From an optimization exercise on the open Yosys and OpenROAD flow, aimed at small area; shortcuts taken in it are not production practice. Only simulation tests tie the RTL to the original design; equivalence was not proved. Power figures rest on the tool's default switching activity, not on a simulated workload.

--- flow/standard.sh ---
#!/bin/bash
# synth_recipe.tcl (not shown) runs the flow's synth.tcl, then flattens the netlist and writes it again
# the make line also repeats each setting of config.mk as NAME=value (left out here)
make -C /OpenROAD-flow-scripts/flow DESIGN_CONFIG=/design/flow/config.mk WORK_HOME=/design/flow/orfs CLKGATE_MAP_FILE= SYNTH_SCRIPT=/design/flow/synth_recipe.tcl "${@:-finish}"
--- flow/constraint.sdc ---
create_clock -name core_clock -period 10.0 [get_ports {clk}]
set_input_delay 2.0000 -clock core_clock [delete_from_list [all_inputs] [get_ports {clk}]]
set_output_delay 2.0000 -clock core_clock [all_outputs]
set_load 0.01 [all_outputs]
--- flow/flow/run.sh ---
#!/bin/bash
# Standard ORFS layout with three changes: an area-oriented ABC script for
# the combinational mapping, 1x buffers on the ports, and a clock tree built
# from clkbuf_16 leaf clusters without dummy loads.
set -euo pipefail
W=$PWD
F=$W/flow
cat > $W/my_synth.tcl <<EOT
proc abc {args} {
  set i [lsearch -exact \$args -script]
  if {\$i >= 0} { lset args [expr {\$i+1}] $F/area.abc }
  yosys abc {*}\$args
}
source $W/synth_recipe.tcl
EOT
bash standard.sh SYNTH_SCRIPT=$W/my_synth.tcl \
  "BUFFER_PORTS_ARGS=-buffer_cell sky130_fd_sc_hd__buf_1" \
  "CTS_ARGS=-sink_clustering_enable -repair_clock_nets -dont_use_dummy_load -sink_buffer_max_cap_derate 1.0 -buf_list sky130_fd_sc_hd__clkbuf_16 -sink_clustering_size 25 -sink_clustering_max_diameter 80" \
  finish > $W/flow_make.log 2>&1
--- flow/flow/area.abc ---
strash; &get -n; &fraig -x; &put; scorr; dc2; dretime; strash; dc2; &get -n; &dch -f; &nf -R 1000 -a; &put
--- flow/design.v ---
package pipeline_pkg;
    localparam logic [1:0]  RES_ALU   = 2'b00;
    localparam logic [1:0]  RES_LOAD  = 2'b01;
    localparam logic [1:0]  RES_PC4   = 2'b10;
    localparam logic [6:0]  OP_LOAD   = 7'b0000011;
    localparam logic [2:0]  F3_LB     = 3'b000;
    localparam logic [2:0]  F3_LH     = 3'b001;
    localparam logic [2:0]  F3_LW     = 3'b010;
    localparam logic [2:0]  F3_LBU    = 3'b100;
    localparam logic [2:0]  F3_LHU    = 3'b101;
    localparam logic [31:0] NOP_INSTR = 32'h0000_0033;
    function automatic logic is_load(input logic [31:0] instr);
        is_load = (instr[6:0] == OP_LOAD);
    endfunction
endpackage
module load_ext
(
    input  logic [2:0]  funct3,
    input  logic [1:0]  off,
    input  logic [31:0] word,
    output logic [31:0] ext
);
    logic [7:0]  byte_sel;
    logic [15:0] half_sel;
    always_comb begin
        byte_sel = word[{off, 3'b000} +: 8];
        half_sel = off[1] ? word[31:16] : word[15:0];
        unique case (funct3)
            pipeline_pkg::F3_LB:   ext = {{24{byte_sel[7]}}, byte_sel};
            pipeline_pkg::F3_LH:   ext = {{16{half_sel[15]}}, half_sel};
            pipeline_pkg::F3_LBU:  ext = {24'h0, byte_sel};
            pipeline_pkg::F3_LHU:  ext = {16'h0, half_sel};
            default: ext = word;
        endcase
    end
endmodule
module pipeline_wb
#(
    parameter int XLEN  = 32,
    parameter int NREGS = 32
) (
    input  logic            clk,
    input  logic            n_rst,
    input  logic            RegWriteW,
    input  logic [1:0]      ResultSrcW,
    input  logic [XLEN-1:0] ReadDataW,
    input  logic [XLEN-1:0] ALUResultW,
    input  logic [4:0]      RdW,
    input  logic [XLEN-1:0] PC_plus4W,
    input  logic [31:0]     InstrW,
    input  logic [4:0]      Rs1D,
    input  logic [4:0]      Rs2D,
    output logic [XLEN-1:0] RD1D,
    output logic [XLEN-1:0] RD2D,
    output logic [XLEN-1:0] ResultW
    ,
    output logic [63:0]     InstretW
);
    localparam int AW = $clog2(NREGS);
    logic [XLEN-1:0] load_ext_val;
    logic [XLEN-1:0] load_val;
    logic [XLEN-1:0] result;
    logic            wr_en;
    load_ext u_load_ext (
        .funct3 (InstrW[14:12]),
        .off    (ALUResultW[1:0]),
        .word   (ReadDataW),
        .ext    (load_ext_val)
    );
    always_comb begin
        load_val = pipeline_pkg::is_load(InstrW) ? load_ext_val : ReadDataW;
        unique case (ResultSrcW)
            pipeline_pkg::RES_LOAD: result = load_val;
            pipeline_pkg::RES_PC4:  result = PC_plus4W;
            default:  result = ALUResultW;
        endcase
    end
    assign ResultW = result;
    assign wr_en   = RegWriteW && (RdW != '0);
    logic [NREGS-1:0] we;
    always_comb begin
        for (int i = 0; i < NREGS; i++)
            we[i] = wr_en && (RdW[AW-1:0] == i[AW-1:0]);
    end
    logic [NREGS-1:1] valid_q;
    always_ff @(posedge clk or negedge n_rst) begin
        if (!n_rst) valid_q <= '0;
        else        valid_q <= valid_q | we[NREGS-1:1];
    end
    logic [XLEN-1:0] regs_q [1:NREGS-1];
    always_ff @(posedge clk) begin
        for (int i = 1; i < NREGS; i++)
            if (we[i]) regs_q[i] <= result;
    end
    logic             byp1, byp2;
    logic [NREGS-1:1] sel1, sel2;
    always_comb begin
        byp1 = wr_en && (RdW == Rs1D);
        byp2 = wr_en && (RdW == Rs2D);
        for (int i = 1; i < NREGS; i++) begin
            sel1[i] = !byp1 && valid_q[i] && (Rs1D == i[AW-1:0]);
            sel2[i] = !byp2 && valid_q[i] && (Rs2D == i[AW-1:0]);
        end
    end
    always_comb begin
        RD1D = {XLEN{byp1}} & result;
        RD2D = {XLEN{byp2}} & result;
        for (int i = 1; i < NREGS; i++) begin
            RD1D = RD1D | ({XLEN{sel1[i]}} & regs_q[i]);
            RD2D = RD2D | ({XLEN{sel2[i]}} & regs_q[i]);
        end
    end
    logic [63:0] instret_q;
    logic [63:0] instret_d;
    logic        retire;
    logic [63:0] ones_below;
    always_comb begin
        retire = (InstrW != pipeline_pkg::NOP_INSTR);
        ones_below[0] = 1'b1;
        for (int i = 1; i < 64; i++) ones_below[i] = ones_below[i-1] & instret_q[i-1];
        instret_d = instret_q ^ ({64{retire}} & ones_below);
    end
    always_ff @(posedge clk or negedge n_rst) begin
        if (!n_rst) instret_q <= '0;
        else        instret_q <= instret_d;
    end
    assign InstretW = instret_q;
endmodule
--- flow/config.mk ---
export PLATFORM = sky130hd
export DESIGN_NAME = pipeline_wb
export DESIGN_NICKNAME = pipeline_wb
export VERILOG_FILES = /design/flow/design.v
export SDC_FILE = /design/flow/constraint.sdc
export NUM_CORES = 4
export LEC_CHECK = 0
export CAP_MARGIN = 20
export CELL_PAD_IN_SITES_DETAIL_PLACEMENT = 1
export CELL_PAD_IN_SITES_GLOBAL_PLACEMENT = 1
export CORE_MARGIN = 2
export CORE_UTILIZATION = 45
export PLACE_DENSITY = 0.6
export SLEW_MARGIN = 20
==> results of run 1 <==
-- logic make-up (layout without fill, tap and decap cells) --
| kind of cell | Yosys count | after routing | synth area share (%) |
|---|---|---|---|
| multiplexers | 8 | 8 | 0.199 |
| other | 0 | 7 | 0 |
| flip-flops | 1087 | 1087 | 72.2 |
| adder cells (fa/ha/maj) | 3 | 3 | 0.0842 |
| XOR/XNOR | 73 | 73 | 1.43 |
| AO/OA/AOI/OAI | 912 | 912 | 17.7 |
| buffers and inverters | 52 | 641 | 0.438 |
| AND/OR/NAND/NOR | 698 | 698 | 7.94 |
-- per-stage QoR --
step                      worst slack [ns]  hold WS [ns]  area (um^2)
after detailed placement            -0.225         0.474        49800
after global routing                0.0276         0.503        51200
after CTS                            0.463         0.495        51100
after floorplan                      0.993         0.449        44600
final                                 1.07         0.491        51200
after global placement              0.0296         0.470        49700
-- timing repair --
item                                    CTS  global route
endpoints found under the setup margin    0             5
resized for setup                         0             6
hold buffers                              0             0
-- registers in the layout (all words and copies together) (netlist names) --
| signal | cells |
|---|---|
| regs_q | 992 |
| valid_q | 31 |
| instret_q | 64 |
-- final cells by class --
| class | instances | share of cell area (%) |
|---|---|---|
| multi-input combinational | 1694 | 25.0 |
| sequential | 1087 | 62.8 |
| tap | 1287 | 3.15 |
| antenna | 7 | 0.0342 |
| inverter | 52 | 0.381 |
| clock buffer | 55 | 2.69 |
| timing repair buffer | 534 | 5.97 |
-- worst max path at each step --
stage and endpoint:
6_report instret_q[63], 2_1_floorplan instret_q[63], 4_1_cts instret_q[63], 3_5_place_dp instret_q[63], 5_1_grt instret_q[63], 3_3_place_gp instret_q[63]
-- cells in the mapped netlist, drive strengths merged, types with 24 or more instances --
library cell  number
edfxtp           992
a222oi           421
a22oi            244
nand2            194
nand4            123
nand3            100
dfrtp             95
nor2              82
a221oi            75
clkinv            52
xnor2             43
a21oi             39
and3              37
nor3              37
a22o              36
o21ai             36
or3               36
or2               32
xor2              30
nor4              24
-- power groups by stage --
stage	combinational (mW)	sequential (mW)	clock [mW]
floorplan	0.367	5.29	0
global placement	0.807	5.30	0
detailed placement	0.828	5.30	0
CTS	0.829	5.20	2.44
global route	0.888	5.21	2.56
finish	0.872	5.20	2.47
-- critical path: cells and delay by family --
family,cells,cell delay (ns)
simple gates,44,7.09
buf+inv,3,0.30
xor+xnor,1,0.15
-- routing by layer --
layer | global-route usage [%] | vias up | routed length (um)
met5 | 0 | - | 142
met4 | 29.1 | 16 | 19400
met3 | 20.4 | 1208 | 47800
met2 | 66.9 | 5035 | 101000
met1 | 62.8 | 19793 | 84000
li1 | - | 13899 | -
-- placed cells by master, fill, tap and decap left out, types with 28 or more instances in the layout --
master,netlist,final
a22o_1,36,36
clkinv_1,52,52
buf_4,0,211
a221oi_1,75,75
a222oi_1,421,421
xor2_1,30,30
nand4_1,123,123
nand3_1,100,100
clkbuf_16,0,55
o21ai_0,36,35
nor2_4,0,28
or2_0,32,32
xnor2_1,43,43
dfrtp_1,95,95
nand2_1,194,193
or3_1,36,36
edfxtp_1,992,992
a22oi_1,244,244
nor2_1,82,47
buf_1,0,304
==> qor.yml, run 1 <==
tns_ns: 0
p_sw_mw: 2.20
rsz0062_at_grt: "false"
total_power_mw: 8.55
arrival_ns: 9.57
synth_flop_cell: "edfxtp_1"
worst_path_max_delay_cell: "and3_1"
post_cts_buffers: 0
wire_per_inst_um: 53.5
endpoint_kind: "register"
status: "timing/DRC/antenna clean"
numPortBuffers: 307
cts_buffers: 55
clkPwrFrac_pct: 28.9
yosys_warnings: 3
grt_pass1_wl_um: 332000
post-dp-hpwl_um: 140000
synth_area_mm2: 0.0446
cts_tree: "built"
areaGrowthSynthToFinish_pct: 14.9
root_buffer: "clkbuf_16"
period_minus_slack_ns: 8.93
final_hold_viol_count: 0
final_max_slew_viol_count: 0
antenna_left: 0
firstDrtPassIters: 14
setup_violations: 0
grt_pass1_vias: 38464
grt_antenna_before_repair: 20
clkTransAtPathRegs_ns: 0.10
min_path_cells: 1
timing.rr.start: "instret_q[1]"
path_max_fanout: 4
synth_edf_count: 992
p_sw_share_pct: 25.8
min_from: "instret_q[63]"
async_reset_ff_share_pct: 8.74
netlist_instances: 2833
seq_area_frac_synth_pct: 72.2
reg2reg_to: "instret_q[63]"
critPathLaunch: "InstrW[5]"
cts_buffer_depth: 3
synth_top_area_share_pct: 66.8
synth_top_area_cell: "edfxtp_1"
die_h_um: 319
drtIter0Drc: 12961
criticalPathCategory: "primary input to register"
synth_area_leaders: "edfxtp_1, a222oi_1, dfrtp_1"
reg2reg_slack_ns: 2.64
reg2regPathDepth: 42
syn_area_per_cell_um2: 15.7
cellLeakagePower_nw: 16.2
grt_overflow: 0
critical_path.startpoint_type: "primary input"
hold_end: "instret_q[63]"
grt_max_degree: 65
p_comb_share_pct: 10.2
intPower_mw: 6.34
multiInputGateArea_mm2: 0.0128
cts.sinks: 1087
synth.net_count: 2984
tightest_slew_ns: 1.33
final_nets: 3575
num_rows: 115
dpl.cell_count: 4653
avgViaCountPerCell: 8.47
routed_wirelength_um: 252000
synth_cell_type_count: 46
period_share_pct: 89.3
grt.total_usage_pct: 48.3
die_x_um: 319
pwr-share-seq_pct: 60.9
fill_cells: 9539
final_cells: 4716
fin_worst_skew_ns: 0.0496
drive_gt1_share_pct: 11.9
clkLatencyLatePin_ns: 0.74
hold_path.class: "register to register"
vdd_drop_max_mv: 0.125
drv_cap: 0
max_freq_mhz: 112
seqCellArea_mm2: 0.0322
ys_ff_latch: 1087
num_vias: 39951
cp.required_ns: 10.64
fp.dieArea_mm2: 0.102
core_area_mm2: 0.0983
post-route-drc-count: 0
initial_utilization_pct: 45.3
ios: 308
final_core_util_pct: 52.1
slew_headroom_pct: 10.4
slowest_delay_ns: 0.25
powerDensity_mw_per_mm2: 167
globalplace.congestion: 0.979
cts_max_level: 2
path_common_cell: "nand3_1"
==> inputs of run 2 (changes only) <==
--- a/flow/design.v
+++ b/flow/design.v
@@ -116,7 +116,15 @@
     logic [63:0] ones_below;
+    logic [7:0]  blk_full, blk_en;
     always_comb begin
         retire = (InstrW != pipeline_pkg::NOP_INSTR);
-        ones_below[0] = 1'b1;
-        for (int i = 1; i < 64; i++) ones_below[i] = ones_below[i-1] & instret_q[i-1];
-        instret_d = instret_q ^ ({64{retire}} & ones_below);
+        for (int k = 0; k < 8; k++) begin
+            ones_below[8*k] = 1'b1;
+            for (int i = 8*k + 1; i < 8*k + 8; i++)
+                ones_below[i] = ones_below[i-1] & instret_q[i-1];
+            blk_full[k] = ones_below[8*k+7] & instret_q[8*k+7];
+        end
+        blk_en[0] = retire;
+        for (int k = 1; k < 8; k++) blk_en[k] = blk_en[k-1] & blk_full[k-1];
+        for (int i = 0; i < 64; i++)
+            instret_d[i] = instret_q[i] ^ (blk_en[i/8] & ones_below[i]);
     end
--- a/flow/config.mk
+++ b/flow/config.mk
@@ -11,4 +11,4 @@
 export CORE_MARGIN = 2
-export CORE_UTILIZATION = 45
-export PLACE_DENSITY = 0.6
+export CORE_UTILIZATION = 52
+export PLACE_DENSITY = 0.65
 export SLEW_MARGIN = 20
==> qor.yml, run 2 <==
synth_cell_type_count: 45
p_comb_share_pct: 10.4
routed_wirelength_um: 238000
grt_max_degree: 68
slew_headroom_pct: 8.73
reg_top3: "regs_q x992, instret_q x64, valid_q x31"
critical_path_buf_inv_count: 2
clkLatencyLatePin_ns: 0.66
period_share_pct: 91.4
min_path_cells: 1
num_rows: 107
dpl.cell_count: 4472
post-dp-hpwl_um: 130000
path_max_fanout: 5
tightest_slew_ns: 1.37
firstDrtPassIters: 14
synth_flop_cell: "edfxtp_1"
setup_violations: 0
num_vias: 40467
final_max_slew_viol_count: 0
path_common_cell: "and3_1"
grt_pass1_vias: 38404
cp.depth: 36
timing.rr.start: "instret_q[0]"
wire_per_inst_um: 52.5
drv_cap: 0
worst_path_max_delay_cell: "nor3_1"
seq_area_frac_synth_pct: 72.1
rsz0062_at_grt: "false"
async_reset_ff_share_pct: 8.74
yosysMostFrequentCell: "edfxtp_1"
netlist_instances: 2839
ios: 308
fp.dieArea_mm2: 0.0881
holdWs_ns: 0.503
core_area_mm2: 0.0850
intPower_mw: 6.31
root_buffer: "clkbuf_16"
min_from: "instret_q[1]"
critical_path.startpoint_type: "primary input"
synth_edf_count: 992
total_power_mw: 8.46
placed_area_mm2: 0.0492
synth_common_cells: "edfxtp_1, a222oi_1, a22oi_1, nand2_1, nand4_1"
final_cell_mix: "edfxtp_1, a222oi_1, buf_1, a22oi_1, nand2_1"
layout.cell_area.non_filler_mm2: 0.0507
grt_overflow: 0
cellLeakagePower_nw: 16.0
final_cells: 4541
seqCellArea_mm2: 0.0322
hold_path.class: "register to register"
numPortBuffers: 307
synth_top_area_share_pct: 66.8
clkTransAtPathRegs_ns: 0.09
reg2regPathDepth: 31
synth.net_count: 2997
tns_ns: 0
vdd_drop_max_mv: 0.135
fill_cells: 8060
endpoint_kind: "register"
drive_gt1_share_pct: 10.3
cts_buffers: 53
largest_register_ff_count: 992
syn_area_per_cell_um2: 15.7
drtIter0Drc: 13088
critPathLaunch: "InstrW[13]"
synth_top_area_cell: "edfxtp_1"
regMostFlops: "regs_q"
globalplace.congestion: 0.990
crit_family: "simple AND/OR/NAND/NOR gates"
cts_tree: "built"
cts_resized: 0
post_cts_buffers: 0
hold_buffers: 0
post-route-drc-count: 0
criticalPathCategory: "primary input to register"
cts_max_level: 2
synth_area_leaders: "edfxtp_1, a222oi_1, dfrtp_1"
yosys_warnings: 3
final_hold_viol_count: 0
max_freq_mhz: 109
clkPwrFrac_pct: 28.0
antenna_left: 0
cp.required_ns: 10.53
arrival_ns: 9.67
p_sw_share_pct: 25.4
status: "timing/DRC/antenna clean"
slowest_delay_ns: 0.40
ys_ff_latch: 1087
fin_worst_skew_ns: 0.0304
powerDensity_mw_per_mm2: 167
grt_pass1_wl_um: 319000
grt.total_usage_pct: 52.7
multiInputGateArea_mm2: 0.0128
layout_commonest_cell: "edfxtp_1"
cts_buffer_depth: 3
synth_area_mm2: 0.0446
cts.sinks: 1087
die_x_um: 297
die_h_um: 297
grt_antenna_before_repair: 14
p_sw_mw: 2.15
areaGrowthSynthToFinish_pct: 13.6
pwr-share-seq_pct: 61.6
period_minus_slack_ns: 9.14
final_nets: 3546
initial_utilization_pct: 52.4
avgViaCountPerCell: 8.91
## run 2: cell count changes after synthesis, sizes merged, moves of 12 or more
cell     before  now
a2bb2oi       1   13
a221oi       75   46
a21o         16    1
or3          36   10
nor2b         2   20
a22oi       244  211
and4          3   39
a21oi        39   51
clkinv       52   33
xnor2        43   13
and3         37   52
a222oi      421  433
o211ai        1   14
nor2         82  106
## run 2: power groups by stage
stage,Combinational (mW),Sequential (mW),Clock [mW]
6_report,0.877,5.21,2.37
3_5_place_dp,0.820,5.30,0
4_1_cts,0.821,5.20,2.33
3_3_place_gp,0.795,5.30,0
2_1_floorplan,0.370,5.29,0
5_1_grt,0.888,5.21,2.46
## run 2: kinds of logic (layout without fill, tap and decap cells)
logic type	count (synthesis)	in the layout	share of synthesized area [%]
muxes	9	9	0.205
and+or+nand+nor	759	759	8.89
other	0	11	0
adders and majority gates	10	10	0.281
AOI/OAI and AO/OA	902	902	17.4
DFF	1087	1087	72.1
buffers and inverters	33	580	0.278
xor gates and xnor gates	39	39	0.766
## run 2: final cells by class
type / instances / share of cell area (%)
diodes: 11 / 0.0543
well taps: 1144 / 2.83
inverters: 33 / 0.245
flip-flops and latches: 1087 / 63.5
repair buffers: 494 / 5.52
clock buffers: 53 / 2.62
multi-input cells: 1719 / 25.2
## run 2: through the flow
step / utilization (%) / worst slack (ns)
6_report: 59.6 / 0.862
5_1_grt: 59.6 / 0.194
4_1_cts: 59.4 / 0.809
3_5_place_dp: 57.9 / 0.211
3_3_place_gp: 57.9 / 0.694
2_1_floorplan: - / 1.85
## run 2: worst reg2reg max path, delay by kind of cell, from the launching register on
kind | cells | cell delay (ns)
DFF | 1 | 0.40
and+or+nand+nor | 30 | 6.83
xor gates and xnor gates | 1 | 0.15
## run 2: worst paths after layout
path                                  to  slack (ns)
max                        instret_q[63]        0.86
min                         instret_q[1]        0.50
max reg2reg                instret_q[63]        2.51
min reg2reg                 instret_q[1]        0.50
max in group asynchronous  instret_q[44]        7.42
min in group asynchronous  instret_q[16]        1.29
## run 2: layer usage
metal | wire length, um | global-route usage, %
met5 | 249 | 0.541
met4 | 20100 | 33.3
met3 | 47500 | 24.7
met2 | 95200 | 72.2
met1 | 75400 | 67.4
==> inputs of run 3 (changes only) <==
--- a/flow/config.mk
+++ b/flow/config.mk
@@ -7,3 +7,3 @@
 export LEC_CHECK = 0
-export CAP_MARGIN = 20
+export CAP_MARGIN = 15
 export CELL_PAD_IN_SITES_DETAIL_PLACEMENT = 1
@@ -13,2 +13,2 @@
 export PLACE_DENSITY = 0.65
-export SLEW_MARGIN = 20
+export SLEW_MARGIN = 15
==> qor.yml, run 3 <==
synth_mux_area_share_pct: 0.205
synthAdderAreaFrac_pct: 0.281
post_cts_buffers: 0
largest_register_ff_count: 992
firstDrtPassIters: 15
antenna_left: 0
die_h_um: 297
drv_cap: 0
status: "timing/DRC/antenna clean"
syn_area_per_cell_um2: 15.7
grt_pass1_vias: 38404
final_nets: 3543
core_area_mm2: 0.0850
cts_buffer_depth: 3
arrival_ns: 9.66
tns_ns: 0
path_common_cell: "and3_1"
fin_worst_skew_ns: 0.0454
tightest_slew_ns: 1.34
synth_area_leaders: "edfxtp_1, a222oi_1, dfrtp_1"
max_freq_mhz: 110
synth-xor-area-share_pct: 0.766
synth-compound-area-share_pct: 17.4
min_from: "instret_q[1]"
cts_max_level: 2
reg_top3: "regs_q x992, instret_q x64, valid_q x31"
criticalPathCategory: "primary input to register"
endpoint_kind: "register"
final_cell_mix: "edfxtp_1, a222oi_1, buf_1, a22oi_1, nand2_1"
setup_violations: 0
final_core_util_pct: 59.5
netlist_instances: 2839
synth_flop_cell: "edfxtp_1"
die_x_um: 297
num_vias: 40610
synth_edf_count: 992
synth.net_count: 2997
clkLatencyLatePin_ns: 0.68
fp.dieArea_mm2: 0.0881
synth_top_family_by_area: "compound AO/OA/AOI/OAI gates"
synth_top_area_share_pct: 66.8
timing.rr.start: "instret_q[0]"
hold_buffers: 0
reg2reg_to: "instret_q[63]"
period_share_pct: 91.1
critical_path_buf_inv_count: 2
synth_cell_type_count: 45
synth_common_cells: "edfxtp_1, a222oi_1, a22oi_1, nand2_1, nand4_1"
routed_wirelength_um: 239000
numPortBuffers: 307
cts.sinks: 1087
cts_tree: "built"
areaGrowthSynthToFinish_pct: 13.5
async_reset_ff_share_pct: 8.74
grt.total_usage_pct: 52.7
cts_resized: 0
worst_path_max_delay_cell: "nor3_1"
root_buffer: "clkbuf_16"
ios: 308
min_path_cells: 1
reg2reg_slack_ns: 2.55
cellLeakagePower_nw: 16.0
seq_area_frac_synth_pct: 72.1
post-dp-hpwl_um: 130000
avgViaCountPerCell: 8.95
reg2regPathDepth: 31
synth_top_area_cell: "edfxtp_1"
ys_ff_latch: 1087
period_minus_slack_ns: 9.11
slew_headroom_pct: 9.82
grt_overflow: 0
hold_path.class: "register to register"
critical_path.startpoint_type: "primary input"
dpl.cell_count: 4472
initial_utilization_pct: 52.4
powerDensity_mw_per_mm2: 167
cp.required_ns: 10.54
final_cells: 4536
drive_gt1_share_pct: 10.3
regMostFlops: "regs_q"
clkTransAtPathRegs_ns: 0.09
globalplace.congestion: 0.990
yosys_warnings: 3
layout_commonest_cell: "edfxtp_1"
grt_max_degree: 68
cp.depth: 36
synthSimpleGateAreaFrac_pct: 8.89
hold_end: "instret_q[1]"
rsz0062_at_grt: "false"
yosysMostFrequentCell: "edfxtp_1"
final_max_slew_viol_count: 0
slowest_delay_ns: 0.40
vdd_drop_max_mv: 0.134
num_rows: 107
final_hold_viol_count: 0
wire_per_inst_um: 52.7
synth_area_mm2: 0.0446
cts_buffers: 53
post-route-drc-count: 0
grt_pass1_wl_um: 319000
grt_antenna_before_repair: 16
crit_family: "simple AND/OR/NAND/NOR gates"
path_max_fanout: 5
drtIter0Drc: 13067
## run 3: cell counts after synthesis
Identical to the previous run, type by type.
## run 3: cell families after synthesis
kind of cell	Yosys count
buffers and inverters	33
AO/OA/AOI/OAI	902
multiplexers	9
flip-flops	1087
adder cells (fa/ha/maj)	10
AND/OR/NAND/NOR	759
XOR/XNOR	39
## run 3: layer usage
layer  GRT usage (%)  vias up  routed length [um]
met5           0.541        -                 248
met4            33.3       20               21300
met3            24.7     1536               48500
met2            72.2     5502               94500
met1            67.4    19635               74600
li1                -    13917                   -
## run 3: layout make-up
class / instances / area (um^2)
repair buffers: 491 / 2730
multi-input cells: 1719 / 12800
diodes: 9 / 22.5
inverters: 33 / 124
clock buffers: 53 / 1330
well taps: 1144 / 1430
flip-flops and latches: 1087 / 32200
fillers: 8057 / 34400
## run 3: worst max-delay path by stage
stage | startpoint | to
floorplan | InstrW[13] | RD2D[3]
finish | InstrW[13] | instret_q[63]
CTS | InstrW[13] | instret_q[63]
global placement | InstrW[13] | instret_q[62]
global route | InstrW[13] | instret_q[63]
detailed placement | InstrW[13] | instret_q[63]
## run 3: metrics by stage
stage	cell area [um^2]	total power, mW	setup slack, ns	hold slack [ns]
floorplan	44600	5.66	1.85	0.449
CTS	50500	8.36	0.809	0.493
global route	50600	8.56	0.200	0.526
detailed placement	49200	6.12	0.211	0.479
global placement	49200	6.09	0.694	0.470
finish	50600	8.46	0.887	0.502
## run 3: power by group
group | switching, mW | internal [mW]
Clock | 1.43 | 0.945
Combinational | 0.659 | 0.217
Sequential | 0.0631 | 5.15
Total | 2.15 | 6.31
==> inputs of run 4 (changes only) <==
--- a/flow/flow/run.sh
+++ b/flow/flow/run.sh
@@ -17,3 +17,3 @@
   "BUFFER_PORTS_ARGS=-buffer_cell sky130_fd_sc_hd__buf_1" \
-  "CTS_ARGS=-sink_clustering_enable -repair_clock_nets -dont_use_dummy_load -sink_buffer_max_cap_derate 1.0 -buf_list sky130_fd_sc_hd__clkbuf_16 -sink_clustering_size 25 -sink_clustering_max_diameter 80" \
+  "CTS_ARGS=-sink_clustering_enable -repair_clock_nets -dont_use_dummy_load -sink_buffer_max_cap_derate 1.0 -buf_list sky130_fd_sc_hd__clkbuf_16 -sink_clustering_size 28 -sink_clustering_max_diameter 80" \
   finish > $W/flow_make.log 2>&1
--- a/flow/config.mk
+++ b/flow/config.mk
@@ -7,3 +7,3 @@
 export LEC_CHECK = 0
-export CAP_MARGIN = 15
+export CAP_MARGIN = 20
 export CELL_PAD_IN_SITES_DETAIL_PLACEMENT = 1
@@ -13,2 +13,2 @@
 export PLACE_DENSITY = 0.65
-export SLEW_MARGIN = 15
+export SLEW_MARGIN = 20
==> qor.yml, run 4 <==
synth_cell_type_count: 45
cts_resized: 0
synth_edf_count: 992
globalplace.congestion: 0.990
cts.sinks: 1087
min_from: "instret_q[1]"
final_nets: 3542
seq_area_frac_synth_pct: 72.1
grt.total_usage_pct: 52.8
syn_area_per_cell_um2: 15.7
cts_max_level: 2
tightest_slew_ns: 1.34
cts_tree: "built"
firstDrtPassIters: 12
reg2reg_slack_ns: 2.43
post-route-drc-count: 0
endpoint_kind: "register"
worst_path_max_delay_cell: "nor3_1"
vdd_drop_max_mv: 0.189
critical_path.startpoint_type: "primary input"
tns_ns: 0
yosysMostFrequentCell: "edfxtp_1"
period_minus_slack_ns: 9.28
final_max_slew_viol_count: 0
drive_gt1_share_pct: 10.2
cts_buffers: 49
path_common_cell: "and3_1"
netlist_instances: 2839
reg_top3: "regs_q x992, instret_q x64, valid_q x31"
areaGrowthSynthToFinish_pct: 13.4
die_x_um: 297
criticalPathCategory: "primary input to register"
hold_path.class: "register to register"
seqCellArea_mm2: 0.0322
num_rows: 107
rsz0062_at_grt: "false"
antenna_left: 0
synth.net_count: 2997
timing.rr.start: "instret_q[0]"
grt_pass1_wl_um: 320000
slowest_delay_ns: 0.43
synth_common_cells: "edfxtp_1, a222oi_1, a22oi_1, nand2_1, nand4_1"
final_hold_viol_count: 0
post-dp-hpwl_um: 130000
wire_per_inst_um: 52.5
slew_headroom_pct: 10.6
hold_end: "instret_q[1]"
synth_area_leaders: "edfxtp_1, a222oi_1, dfrtp_1"
max_freq_mhz: 108
synth_flop_cell: "edfxtp_1"
path_max_fanout: 5
num_vias: 40324
min_path_cells: 1
cp.required_ns: 10.55
initial_utilization_pct: 52.4
grt_overflow: 0
cts_buffer_depth: 3
post_cts_buffers: 0
synth_area_mm2: 0.0446
synth_top_area_cell: "edfxtp_1"
root_buffer: "clkbuf_16"
multiInputGateArea_mm2: 0.0128
numPortBuffers: 307
core_area_mm2: 0.0850
drtIter0Drc: 12675
grt_max_degree: 68
grt_antenna_before_repair: 7
hold_buffers: 0
reg2reg_to: "instret_q[63]"
fp.dieArea_mm2: 0.0881
ios: 308
async_reset_ff_share_pct: 8.74
synth_top_area_share_pct: 66.8
setup_slack_ns: 0.716
drv_cap: 0
grt_pass1_vias: 38439
avgViaCountPerCell: 8.88
final_cell_mix: "edfxtp_1, a222oi_1, buf_1, a22oi_1, nand2_1"
regMostFlops: "regs_q"
period_share_pct: 92.8
die_h_um: 297
setup_violations: 0
status: "timing/DRC/antenna clean"
yosys_warnings: 3
largest_register_ff_count: 992
arrival_ns: 9.84
fin_worst_skew_ns: 0.0301
cellLeakagePower_nw: 16.0
clkTransAtPathRegs_ns: 0.08
dp_slack_ns: 0.211
ys_ff_latch: 1087
fill_cells: 8065
layout_commonest_cell: "edfxtp_1"
clkLatencyLatePin_ns: 0.67
routed_wirelength_um: 238000
powerDensity_mw_per_mm2: 166
reg2regPathDepth: 31
run 4: power by group:
part | internal [mW] | leakage, nW | total, mW | switching, mW
clock | 0.879 | 0.604 | 2.31 | 1.43
combinational | 0.220 | 5.39 | 0.877 | 0.657
sequential | 5.15 | 9.98 | 5.21 | 0.0629
total | 6.25 | 16.0 | 8.39 | 2.15
run 4: routing by layer:
layer	part of all wire, %	track usage (%)	vias to the layer above
met2	40	71.7	5267
met4	8.6	33.8	9
met1	32	67.3	19702
met5	0.087	0.974	-
li1	-	-	13935
met3	20	25.6	1411
run 4: worst max path at each step:
stage / endpoint / slack (ns) / startpoint
2_1_floorplan: RD2D[3] / 1.85 / InstrW[13]
3_3_place_gp: instret_q[62] / 0.69 / InstrW[13]
3_5_place_dp: instret_q[63] / 0.21 / InstrW[13]
4_1_cts: instret_q[63] / 0.71 / InstrW[13]
5_1_grt: instret_q[63] / 0.14 / InstrW[13]
6_report: instret_q[63] / 0.72 / InstrW[13]
run 4: worst max-delay path, delay by kind of cell:
| family | cells | cell delay, ns |
|---|---|---|
| buffers and inverters | 2 | 0.24 |
| and+or+nand+nor | 33 | 7.43 |
| xor gates and xnor gates | 1 | 0.15 |
run 4: cell families after synthesis:
| group | Yosys count | synth area share [%] |
|---|---|---|
| compound gates | 902 | 17.4 |
| xor+xnor | 39 | 0.766 |
| fa+ha+maj | 10 | 0.281 |
| buf+inv | 33 | 0.278 |
| flops | 1087 | 72.1 |
| mux | 9 | 0.205 |
| simple gates | 759 | 8.89 |
run 4: final cells by class:
class                           count  share of cell area, %
Timing Repair Buffer              494                   5.53
Sequential cell                  1087                   63.6
Clock buffer                       49                   2.43
Multi-Input combinational cell   1719                   25.3
Antenna cell                       13                 0.0643
Tap cell                         1144                   2.83
Inverter                           33                  0.245
run 4: through the flow:
stage | instance area [um^2] | util [%] | power (mW) | hold WS, ns | cells
after floorplan | 44600 | - | 5.66 | 0.449 | 2839
after global placement | 49200 | 57.9 | 6.09 | 0.470 | 4472
after detailed placement | 49200 | 57.9 | 6.12 | 0.479 | 4472
after CTS | 50400 | 59.3 | 8.28 | 0.492 | 4521
after global routing | 50500 | 59.4 | 8.49 | 0.527 | 4526
final | 50600 | 59.5 | 8.39 | 0.498 | 4539

-- static timing again, ports no longer ideal --
The results above use ideal ports. As a check the final layouts listed here were re-extracted and re-timed, cells and wires unchanged.
Step 1 sets driving cells, clkbuf_16 on the clock port and buf_2 on the other inputs (assumed; they add their load-dependent delay and slew).
Step 2 moves the port delays by t, midway between the first and last clock arrival at a register: inputs arrive t later, outputs are due t later. That takes back most of the time a late clock gives input paths.
Slacks: no drivers / after step 1 / after step 2; pairs: no drivers / after step 1.
| run | shift t [ns] | setup WS [ns] | worst slew at a driven data input, ns |
|---|---|---|---|
| run 1 | 0.803 | 1.071 / 1.124 / 0.321 | 0.05 |
| run 2 | 0.730 | 0.862 / 0.904 / 0.174 | 0.05 |
| run 3 | 0.734 | 0.887 / 0.922 / 0.194 | 0.05 |
| run 4 | 0.756 | 0.716 / 0.761 / 0.005 | 0.05 |
After both steps setup and hold are still met in every run listed. For run 1, which loses most, drivers alone change the setup slack by +0.053 ns; drivers and shift together by -0.750 ns.
